This design comes from an exercise in tuning for small area, a short achievable clock period and few clock cycles per item on the open sky130 flow, not from production work. In this exercise RTL edits were held to simulation tests only and were not proved equivalent to the original. No activity file was given, so power comes from the tool's default toggle rates.

// ddr_persona_top
module ddr_persona_top (
   input  logic                      pr_region_clk,
   input  logic                      rst_n,
   input  logic [reg_addr_width-1:0] reg_address,
   input  logic                      reg_write,
   input  logic                      reg_read,
   input  logic [data_width-1:0]     reg_writedata,
   output logic [data_width-1:0]     reg_readdata
);
==> module traffic_generator, before the edit <==
module traffic_generator (
   input  logic                      pr_region_clk,
   input  logic                      rst_n,
   input  logic [data_width-1:0]     base,
   input  logic [count_width-1:0]    count,
   input  logic [data_width-1:0]     seed,
   input  logic [data_width-1:0]     reg_writedata,
   input  logic                      base_wr,
   input  logic                      count_wr,
   input  logic                      seed_wr,
   input  logic                      cmp_next1,
   input  logic                      wr_step1,
   input  logic                      wr_step2,
   input  logic                      wr_step3,
   input  logic                      cmp_step1,
   input  logic                      cmp_step2,
   input  logic                      cmp_step3,
   input  logic                      inject,
   output logic [mem_depth-1:0]      cmp_valid,
   output logic [mem_depth-1:0]      mismatch
);
   logic [mem_addr_width-1:0] b;
   logic [hi_width-1:0]       s_hi;
   logic [mem_addr_width-1:0] s_lo;
   logic [mem_addr_width-1:0] wd_lo;
   logic [hi_width-1:0]       wd_hi;
   logic [mem_addr_width:0]   run_end_q;
   assign b      = base[mem_addr_width-1:0];
   assign s_hi   = seed[data_width-1:mem_addr_width];
   assign s_lo   = seed[mem_addr_width-1:0];
   assign wd_lo  = reg_writedata[mem_addr_width-1:0];
   assign wd_hi  = reg_writedata[data_width-1:mem_addr_width];
   logic count_clamp;
   assign count_clamp = (|wd_hi[hi_width-1:1]) || (reg_writedata[count_width-1] && (|wd_lo));
   always_ff @(posedge pr_region_clk or negedge rst_n) begin
      if (!rst_n) begin
         run_end_q <= '0;
      end else if (count_wr) begin
         run_end_q <= count_clamp ? {1'b1, b} : {1'b0, b} + reg_writedata[count_width-1:0];
      end else if (base_wr) begin
         run_end_q <= {1'b0, wd_lo} + count;
      end
   end
   logic [mem_addr_width-1:0] x_lo_q;
   logic                      borrow_q;
   logic [hi_width-1:0]       s_hi_m1_q;
   logic [hi_width-1:0]       s_hi_p1_q;
   logic [hi_width-1:0]       x_hi;
   logic [hi_width-1:0]       x_hi1;
   always_ff @(posedge pr_region_clk or negedge rst_n) begin
      if (!rst_n) begin
         x_lo_q    <= '0;
         borrow_q  <= 1'b0;
         s_hi_m1_q <= '1;
         s_hi_p1_q <= {{(hi_width-1){1'b0}}, 1'b1};
      end else if (seed_wr) begin
         x_lo_q    <= wd_lo - b;
         borrow_q  <= (wd_lo < b);
         s_hi_m1_q <= wd_hi - 1'b1;
         s_hi_p1_q <= wd_hi + 1'b1;
      end else if (base_wr) begin
         x_lo_q    <= s_lo - wd_lo;
         borrow_q  <= (s_lo < wd_lo);
      end
   end
   assign x_hi  = borrow_q ? s_hi_m1_q : s_hi;
   assign x_hi1 = borrow_q ? s_hi : s_hi_p1_q;
   logic [hi_width-1:0]       cmp_hi_q;
   logic [mem_addr_width-1:0] cmp_lo_q;
   logic [data_width-1:0]     wr_q;
   logic [mem_addr_width-1:0] inj_lo;
   logic                      inj_borrow;
   logic [data_width-1:0]     wr_value;
   logic [data_width-1:0]     cmp_value;
   assign inj_lo     = (s_lo ^ 6'd1) - b;
   assign inj_borrow = ((s_lo ^ 6'd1) < b);
   always_ff @(posedge pr_region_clk) begin
      cmp_hi_q <= cmp_next1 ? x_hi1 : x_hi;
      cmp_lo_q <= x_lo_q;
      wr_q     <= wr_step2 ? {(inj_borrow ? s_hi_m1_q : s_hi), inj_lo} : {x_hi, x_lo_q};
   end
   assign wr_value  = (wr_step2 || wr_step3) ? wr_q : {x_hi1, x_lo_q};
   assign cmp_value = {cmp_hi_q, cmp_lo_q};
   for (genvar a = 0; a < mem_depth; a++) begin : g_word
      logic ge_b, lt_end;
      logic below, above;
      logic is_b, sel1, sel2, sel3;
      logic wen;
      logic [data_width-1:0] word_q;
      assign ge_b   = (a >= b);
      assign lt_end = (a < run_end_q[mem_addr_width-1:0]);
      assign below  = !ge_b && run_end_q[mem_addr_width] && lt_end;
      assign above  = ge_b && (run_end_q[mem_addr_width] || lt_end);
      assign is_b = (a == b);
      assign sel1 = below;
      assign sel2 = above && !(inject && is_b);
      assign sel3 = above && is_b;
      assign wen = (wr_step1 && sel1) || (wr_step2 && sel2) || (wr_step3 && sel3);
      assign cmp_valid[a] = (cmp_step1 && sel1) || (cmp_step2 && sel2) || (cmp_step3 && sel3);
      assign mismatch[a]  = (word_q != cmp_value);
      always_ff @(posedge pr_region_clk) begin
         if (wen) word_q <= wr_value;
      end
   end
endmodule
clock: 6.5 ns
lec_check: 0
cap_margin: 20
core_margin: 2
core_utilization: 55
cts_cluster_diameter: 70
cts_cluster_size: 20
setup_slack_margin: 3.7
slew_margin: 20
tns_end_percent: 50
standard.sh (not shown) runs the stock make flow with config.mk's settings and CLKGATE_MAP_FILE= SYNTH_SCRIPT=/design/flow/synth_recipe.tcl, a recipe that flattens the netlist after the stock synthesis.
==> flow/flow/run.sh <==
#!/bin/bash
# The standard layout, with the port buffers made of buf_4 cells instead of
# the default delay-buffer cells, so the register-to-output and
# input-to-register paths do not carry a slow buffer.
set -euo pipefail
bash standard.sh "BUFFER_PORTS_ARGS=-buffer_cell sky130_fd_sc_hd__buf_4" finish > standard_flow.log 2>&1
The first run ran to the end with no violations.
Testbench counts at the start, summed over its fixed seeds: cycles 9,741, words 40,972.
Rerun with:
--- a/flow/design.v
+++ b/flow/design.v
@@ -216,19 +216,23 @@
    assign s_hi   = seed[data_width-1:mem_addr_width];
    assign s_lo   = seed[mem_addr_width-1:0];
    assign wd_lo  = reg_writedata[mem_addr_width-1:0];
    assign wd_hi  = reg_writedata[data_width-1:mem_addr_width];
    logic count_clamp;
    assign count_clamp = (|wd_hi[hi_width-1:1]) || (reg_writedata[count_width-1] && (|wd_lo));
+   logic full_q;
    always_ff @(posedge pr_region_clk or negedge rst_n) begin
       if (!rst_n) begin
          run_end_q <= '0;
+         full_q    <= 1'b0;
       end else if (count_wr) begin
-         run_end_q <= count_clamp ? {1'b1, b} : {1'b0, b} + reg_writedata[count_width-1:0];
+         run_end_q <= {1'b0, b} + reg_writedata[count_width-1:0];
+         full_q    <= count_clamp;
       end else if (base_wr) begin
          run_end_q <= {1'b0, wd_lo} + count;
+         full_q    <= 1'b0;
       end
    end
    logic [mem_addr_width-1:0] x_lo_q;
    logic                      borrow_q;
    logic [hi_width-1:0]       s_hi_m1_q;
    logic [hi_width-1:0]       s_hi_p1_q;
@@ -268,23 +272,25 @@
    end
    assign wr_value  = (wr_step2 || wr_step3) ? wr_q : {x_hi1, x_lo_q};
    assign cmp_value = {cmp_hi_q, cmp_lo_q};
    for (genvar a = 0; a < mem_depth; a++) begin : g_word
       logic ge_b, lt_end;
       logic below, above;
-      logic is_b, sel1, sel2, sel3;
+      logic is_b_q, sel1, sel2, sel3;
       logic wen;
       logic [data_width-1:0] word_q;
       assign ge_b   = (a >= b);
       assign lt_end = (a < run_end_q[mem_addr_width-1:0]);
-      assign below  = !ge_b && run_end_q[mem_addr_width] && lt_end;
-      assign above  = ge_b && (run_end_q[mem_addr_width] || lt_end);
-      assign is_b = (a == b);
+      assign below  = !ge_b && (full_q || (run_end_q[mem_addr_width] && lt_end));
+      assign above  = ge_b && (full_q || run_end_q[mem_addr_width] || lt_end);
+      always_ff @(posedge pr_region_clk) begin
+         is_b_q <= (a == b);
+      end
       assign sel1 = below;
-      assign sel2 = above && !(inject && is_b);
-      assign sel3 = above && is_b;
+      assign sel2 = above && !(inject && is_b_q);
+      assign sel3 = above && is_b_q;
       assign wen = (wr_step1 && sel1) || (wr_step2 && sel2) || (wr_step3 && sel3);
       assign cmp_valid[a] = (cmp_step1 && sel1) || (cmp_step2 && sel2) || (cmp_step3 && sel3);
       assign mismatch[a]  = (word_q != cmp_value);
       always_ff @(posedge pr_region_clk) begin
          if (wen) word_q <= wr_value;
       end
The changed run went through all stages and came out clean; setup slack gets worse by 0.010 ns; fmax drops slightly; flip-flop and latch count climbs by 65; global-route usage climbs by 0.41 points; wire length climbs slightly; power climbs by a few percent; clock skew drops by 0.0048 ns; register-to-register slack hardly moves.
Testbench counts after the change, summed over its fixed seeds: cycles 9,741, words 40,972.

## separate check: timing with driven ports
The results above use ideal ports. As a check the final layouts listed here were re-extracted and re-timed, cells and wires unchanged.
Step 1 (the two cells are an assumption about what drives the block):
set clk [get_ports {pr_region_clk}]
set_driving_cell -lib_cell sky130_fd_sc_hd__clkbuf_16 $clk
set_driving_cell -lib_cell sky130_fd_sc_hd__buf_2 [delete_from_list [all_inputs] $clk]
Step 2 adds t to the input delays and takes it off the output delays; t is the mean of the earliest and latest rising clock arrival at the registers after step 1. Input paths then give back, and output paths get back, about the clock's delay inside the block.
a / b / c = ideal ports / drivers / drivers and shift; a / b = the first two.
| run | t, ns | setup slack, ns | worst hold slack (ns) | cell pins on the clock port's net |
|---|---|---|---|---|
| the first run | 0.950 | 3.530 / 3.530 / 2.673 | 0.440 / 0.440 / 0.440 | 1 |
| the second run | 0.948 | 3.520 / 3.520 / 2.725 | 0.410 / 0.383 / 0.410 | 1 |
After both steps every run listed still meets setup and hold. For the first run, which loses most, drivers alone change the setup slack by 0.000 ns; drivers and shift together by -0.857 ns.
